This design comes from an exercise in tuning for small area, a short achievable clock period and few clock cycles per item on the open sky130 flow, not from production work.
No functional check of the RTL was part of any run shown here.
Power is estimated from default activity; no workload was simulated.

## flow/design.v (module list and top-level ports; edited modules follow where they fit)
// module fullAdd: 10 lines
// module ppNor: 7 lines
// module boothSel: 10 lines
// module halfAdd: 9 lines
// module aluTop: 2423 lines
module aluTop (
	input  logic        clk,
	input  logic        rstN,
	input  logic        start,
	input  logic [15:0] a,
	input  logic [15:0] b,
	input  logic [3:0]  op,
	output logic        done,
	output logic [31:0] result,
	output logic [1:0]  error
);
  // ...
==> flow/flow/run.sh <==
#!/bin/bash
# Standard ORFS layout with these changes to how it is made (the clock period and
# the constraints are unchanged):
#  - the resizer's setup repair aims for a margin below the clock period;
#  - clock tree synthesis clusters more sinks per buffer and adds no dummy loads;
#  - the port buffers start as buf_2 (the resizer may still size them).
set -euo pipefail
export SETUP_SLACK_MARGIN=21.5
export CTS_ARGS="-sink_clustering_enable -repair_clock_nets -sink_clustering_size 30 -sink_clustering_max_diameter 80 -dont_use_dummy_load"
export BUFFER_PORTS_ARGS="-buffer_cell sky130_fd_sc_hd__buf_2"
bash standard.sh > standard_flow.log 2>&1
==> flow/standard.sh <==
#!/bin/bash
# synth_recipe.tcl (not shown) runs the flow's synth.tcl, then flattens the netlist and writes it again
# the make line also repeats each setting of config.mk as NAME=value (left out here)
make -C /OpenROAD-flow-scripts/flow DESIGN_CONFIG=/design/flow/config.mk WORK_HOME=/design/flow/orfs CLKGATE_MAP_FILE= SYNTH_SCRIPT=/design/flow/synth_recipe.tcl "${@:-finish}"
==> flow/config.mk <==
export PLATFORM = sky130hd
export DESIGN_NAME = aluTop
export DESIGN_NICKNAME = aluTop
export VERILOG_FILES = /design/flow/design.v
export SDC_FILE = /design/flow/constraint.sdc
export NUM_CORES = 4
export LEC_CHECK = 0
export CAP_MARGIN = 20
export CORE_MARGIN = 2
export CORE_UTILIZATION = 65
export SLEW_MARGIN = 20
export SYNTH_HIERARCHICAL = 1
export SYNTH_MINIMUM_KEEP_SIZE = 0
==> flow/constraint.sdc <==
create_clock -name core_clock -period 28.0 [get_ports {clk}]
set_input_delay 5.6000 -clock core_clock [delete_from_list [all_inputs] [get_ports {clk}]]
set_output_delay 5.6000 -clock core_clock [all_outputs]
set_load 0.01 [all_outputs]
==> metrics.csv, run 1 <==
stage;metric;value;unit
status;outcome;timing/DRC/antenna clean;
synthesis;yosysMostFrequentCell;nor2_1;
synthesis;synth_area_per_cell;10.27;um2
power_and_ir_drop;pg_comb;1.02;mW
clock_tree;clock_sinks;254;
routing;top_layer_used;met4;
floorplan;core;29480;um2
setup_path;cp_cell_sequence;buf_6;
power_and_ir_drop;clockPowerShare;13.5;%
setup_path;crit_path_start;result[31]$_SDFF_PN0_;
power_and_ir_drop;leakage;9.928;nW
sta;fin_crit_sh;23.44;%
global_route;grtUsageMet1;42.05;%
sta;rsz0062_at_grt;yes;
power_and_ir_drop;finalPower;1.660;mW
setup_path;cp_num_cells;1;
layout;multi_input_area_share;65.21;%
hold_path;min_path_type;reg -> reg;
sta;min_period;6.563;ns
global_route;grt_antenna_before_repair;1;
sta;max_slew_margin;31.45;%
layout;largestClassByArea;multi-input combinational cells;
placed_design;port_buffers;73;
layout;regArea;5101;um2
clock_tree;hold_buffers;0;
power_and_ir_drop;clk-power;224;uW
setup_path;rrSetupSlack;21.66;ns
==> run 2: changes to the inputs <==
--- a/flow/flow/run.sh
+++ b/flow/flow/run.sh
@@ -5,7 +5,7 @@
 #  - clock tree synthesis clusters more sinks per buffer and adds no dummy loads;
 #  - the port buffers start as buf_2 (the resizer may still size them).
 set -euo pipefail
-export SETUP_SLACK_MARGIN=21.5
+export SETUP_SLACK_MARGIN=21.4
 export CTS_ARGS="-sink_clustering_enable -repair_clock_nets -sink_clustering_size 30 -sink_clustering_max_diameter 80 -dont_use_dummy_load"
 export BUFFER_PORTS_ARGS="-buffer_cell sky130_fd_sc_hd__buf_2"
 bash standard.sh > standard_flow.log 2>&1
--- a/flow/config.mk
+++ b/flow/config.mk
@@ -5,6 +5,7 @@
 export SDC_FILE = /design/flow/constraint.sdc
 export NUM_CORES = 4
 export LEC_CHECK = 0
+export ABC_AREA = 1
 export CAP_MARGIN = 20
 export CORE_MARGIN = 2
 export CORE_UTILIZATION = 65
==> metrics.csv, run 2 <==
stage;metric;value;unit;change
routing;routedWlPerCell;17.04;um;was 19.71 um
sta;fmax;152.3;MHz;was 152.4 MHz
hold_path;min_delay_path_depth;0;;unchanged
sta;max_slew_margin;28.65;%;was 31.45%
layout;post-route-cell-area;21730;um2;was 21530 um2
global_route;grt_usage;31.60;%;was 31.20%
hold_path;hp-start;o1[1]$_DFF_P_;;was q0[9]$_DFF_P_
sta;worstMarginPinSlew;1.066;ns;was 1.027 ns
clock_tree;clock_sinks;254;;unchanged
synthesis;synth_area;20420;um2;was 19380 um2
floorplan;initial_utilization;66.42;%;was 65.75%
setup_path;cp_cell_sequence;buf_2;;was buf_6
setup_path;cpMaxStageDelayCell;dfxtp_1;;was dfxtp_2
setup_path;critical_path_class;reg -> out;;unchanged
synthesis;yosys-top-cells-count;nand2_1, nor2_1, inv_1, fa_1, dfxtp_1;;was nor2_1, fa_1, dfxtp_1, ha_1, inv_1
synthesis;yosysMostFrequentCell;nand2_1;;was nor2_1
floorplan;die_h;181.3;um;was 176.7 um
setup_path;cp_max_fo;1;;unchanged
hold_path;min_to;o2[1]$_DFF_P_;;was q1[5]$_DFF_P_
layout;areaGrowthSynthToFinish;6.395;%;was 11.06%
floorplan;io_pins;74;;unchanged
placed_design;hpwl;39.33;mm;was 35.67 mm
global_route;grt_pass1_vias;16860;;was 14740
routing;drtIter0Drc;1211;;was 1041
layout;drive_gt1_share;5.995;%;was 15.10%
setup_path;end_kind;output pin;;unchanged
global_route;grt_antenna_before_repair;1;;unchanged
clock_tree;cts_buffers;17;;unchanged
sta;timing.hold.ws;0.3146;ns;was 0.3237 ns
clock_tree;cts_tree;yes;;unchanged
clock_tree;cts_root_buf;clkbuf_16;;unchanged
layout;fin_util;70.67;%;was 73.02%
layout;final_common_cell;nand2_1;;was nor2_1
synthesis;yosysTopAreaCell;fa_1;;unchanged
layout;largest_reg_flops;32;;unchanged
setup_path;worst_r2r_endpoint;result[18]$_SDFF_PN0_;;was r3[9]$_DFF_P_
synthesis;ys_ff_latch;254;;unchanged
setup_path;rr_startpoint;q4[0]$_DFF_P_;;was b2[0]$_DFF_P_
routing;first_pass_iters;5;;unchanged
layout;top_register;result;;unchanged
routing;drcViolationCount;0;;unchanged
sta;rsz0062_at_grt;no;;was yes
synthesis;async_reset_ff_share;0;%;unchanged
setup_path;cp.required;22.40;ns;about the same
routing;viasPerCell;5.616;;was 6.009
synthesis;synth-seq-area-share;24.90;%;was 26.23%
power_and_ir_drop;peakVddDrop;0.0001065;V;was 0.00007208 V
sta;tns;0;ns;unchanged
setup_path;startpoint_type;flip-flop;;unchanged
floorplan;core;30750;um2;was 29480 um2
synthesis;syn-num-nets;2944;;was 2359
synthesis;synthTopCellsByArea;fa_1, dfxtp_1, ha_1;;unchanged
flow_run;cap_viol_max_count;0;;unchanged
sta;drv_slew;0;;unchanged
global_route;grt_max_degree;31;;unchanged
synthesis;synth_area_per_cell;8.262;um2;was 10.27 um2
power_and_ir_drop;leakage;11.35;nW;was 9.928 nW
setup_path;critical_path.top_delay_family;flip-flops;;unchanged
clock_tree;clk_pin_slew;0.11;ns;was 0.10 ns
floorplan;chipWidth;181.3;um;was 176.7 um
sta;min_period;6.568;ns;was 6.563 ns
synthesis;synth_edf_count;0;;unchanged
setup_path;reg2regPathDepth;17;;was 32
synthesis;synth_cell_types;42;;was 68
placed_design;place.gp.congestion;0.9170;;was 0.9110
floorplan;design.die.area;32860;um2;was 31220 um2
hold_path;min_path_type;reg -> reg;;unchanged
sta;clock_skew;0.08258;ns;was 0.05966 ns
routing;postRouteAntennaNets;0;;unchanged
floorplan;rows;64;;was 63
layout;layout_common_cells;nand2_1, nor2_1, inv_1, fa_1, dfxtp_1;;was nor2_1, fa_1, dfxtp_1, ha_1, inv_1
power_and_ir_drop;p_per_area;78.08;nW/um2;was 77.11 nW/um2
global_route;grt_pass1_wl;83.12;mm;was 76.26 mm
clock_tree;clock_latency;0.54;ns;was 0.52 ns
setup_path;rrSetupSlack;21.82;ns;was 21.66 ns
setup_path;max_stage_delay;0.33;ns;about the same
layout;fin_nets;3026;;was 2494
setup_path;worstPathArrival;0.97;ns;was 0.96 ns
routing;wirelength;50.24;mm;was 47.50 mm
setup_path;path_buf_inv;1;;unchanged
synthesis;synth_cells;2472;;was 1887
placed_design;place_area;21240;um2;was 20270 um2
clock_tree;cts_max_path_buffers;3;;unchanged
placed_design;port_buffers;73;;unchanged
synthesis;yosysWarnings;7;;unchanged
clock_tree;h-tree-depth;1;;unchanged
status;outcome;timing/DRC/antenna clean;;unchanged
clock_tree;hold_buffers;0;;unchanged
sta;hold_violations;0;;unchanged
routing;vias;16560;;was 14480
global_route;grt-ovfl-total;0;;unchanged
sta;fin_crit_sh;23.46;%;was 23.44%
power_and_ir_drop;finalPower;1.697;mW;was 1.660 mW
synthesis;synth_ff_type;dfxtp_1;;unchanged
synthesis;yosysTopAreaCellShare;25.19;%;was 26.54%
sta;finalSetupViolCount;0;;unchanged
## run 2: cell count changes in the layout (fill, tap and decap cells not counted), moves of 17 or more
cell,delta
nor2_1,+28
nand3_1,+134
nor3_1,-17
nand2_1,+497
o21a_1,-21
nand4_1,+18
a21oi_1,+40
mux2i_1,-38
mux2_2,-55
buf_4,-43
inv_1,+172
xnor2_1,-27
## run 2: timing repair
| action | 4_1_cts | 5_1_grt |
|---|---|---|
| setup endpoints to repair | 0 | 29 |
| gates resized for setup | 0 | 12 |
| buffers inserted | 0 | 1 |
## run 2: cells by family (layout without fill, tap and decap cells)
kind of cell | Yosys count | in the layout | synth area share (%)
AOI/OAI and AO/OA | 195 | 195 | 5.342
xor gates and xnor gates | 69 | 69 | 2.959
adders and majority gates | 433 | 433 | 35.97
buffers and inverters | 340 | 420 | 6.610
DFF | 254 | 254 | 24.90
muxes | 1 | 1 | 0.04901
other | 0 | 1 | 0
and+or+nand+nor | 1180 | 1180 | 24.17
## run 2: area by class of cell
| type | count | area, um2 |
|---|---|---|
| multi-input cells | 1878 | 14020 |
| repair buffers | 90 | 518.0 |
| well taps | 396 | 495.5 |
| inverters | 313 | 1177 |
| diodes | 1 | 2.502 |
| clock buffers | 17 | 425.4 |
| flip-flops and latches | 254 | 5087 |
| fillers | 2554 | 9019 |
## run 2: how the worst max path moves through the flow
stage	start	to	slack, ns	cells past startpoint
floorplan	a[15]	r0$_DFF_P_	21.65	6
global placement	a[15]	r0$_DFF_P_	21.47	7
detailed placement	a[15]	r0$_DFF_P_	21.43	7
CTS	result[28]$_SDFF_PN0_	result[28]	21.40	1
global route	done$_DFF_P_	done	21.40	1
finish	result[28]$_SDFF_PN0_	result[28]	21.43	1
## run 2: stage by stage
| stage | instances | worst slack, ns |
|---|---|---|
| after floorplan | 2472 | 21.65 |
| after global placement | 2930 | 21.47 |
| after detailed placement | 2930 | 21.43 |
| after CTS | 2947 | 21.40 |
| after global routing | 2948 | 21.40 |
| final | 2949 | 21.43 |
## run 2: power by group
part | internal [mW] | switching, mW | total [mW]
clock | 0.108 | 0.120 | 0.228
sequential | 0.393 | 0.0206 | 0.414
combinational | 0.410 | 0.645 | 1.05
total | 0.911 | 0.786 | 1.70
## run 2: per-layer routing
layer	GRT usage [%]	vias up	routed length, um
met2	53.23	689	23490
met4	12.88	0	2142
li1	-	7934	-
met1	40.93	7806	20970
met5	0	-	0
met3	4.918	134	3639
## run 2: Yosys stat by module, one instance, submodules excluded
module / copies in the design / flops+latches / cells
halfAdd: 15 / 0 / 1
aluTop: 1 / 254 / 2006
fullAdd: 195 / 0 / 1
ppNor: 256 / 0 / 1

[afterwards: timing with drivers on the ports]
Ports are ideal in the flow. The routed layouts listed here were re-timed in OpenROAD.
Step 1 assumes that a clkbuf_16 drives the clock port and a buf_2 every other input.
Step 2 also shifts input and output timing later by t, the mid clock arrival at the registers, as if the neighbouring blocks saw the same clock.
a / b / c = ideal ports / drivers / drivers and shift; a / b = the first two.
| run | shift t [ns] | slack for setup (ns) | hold WS [ns] | clock arrival spread, ns |
|---|---|---|---|---|
| run 1 | 0.542 | 21.437 / 21.386 / 21.424 | 0.324 / 0.324 / 0.324 | 0.062 / 0.061 |
| run 2 | 0.549 | 21.432 / 21.381 / 21.464 | 0.315 / 0.315 / 0.315 | 0.082 / 0.083 |
After both steps every run listed still meets setup and hold. For run 1, which loses most, drivers alone change the setup slack by -0.051 ns; drivers and shift together by -0.013 ns.
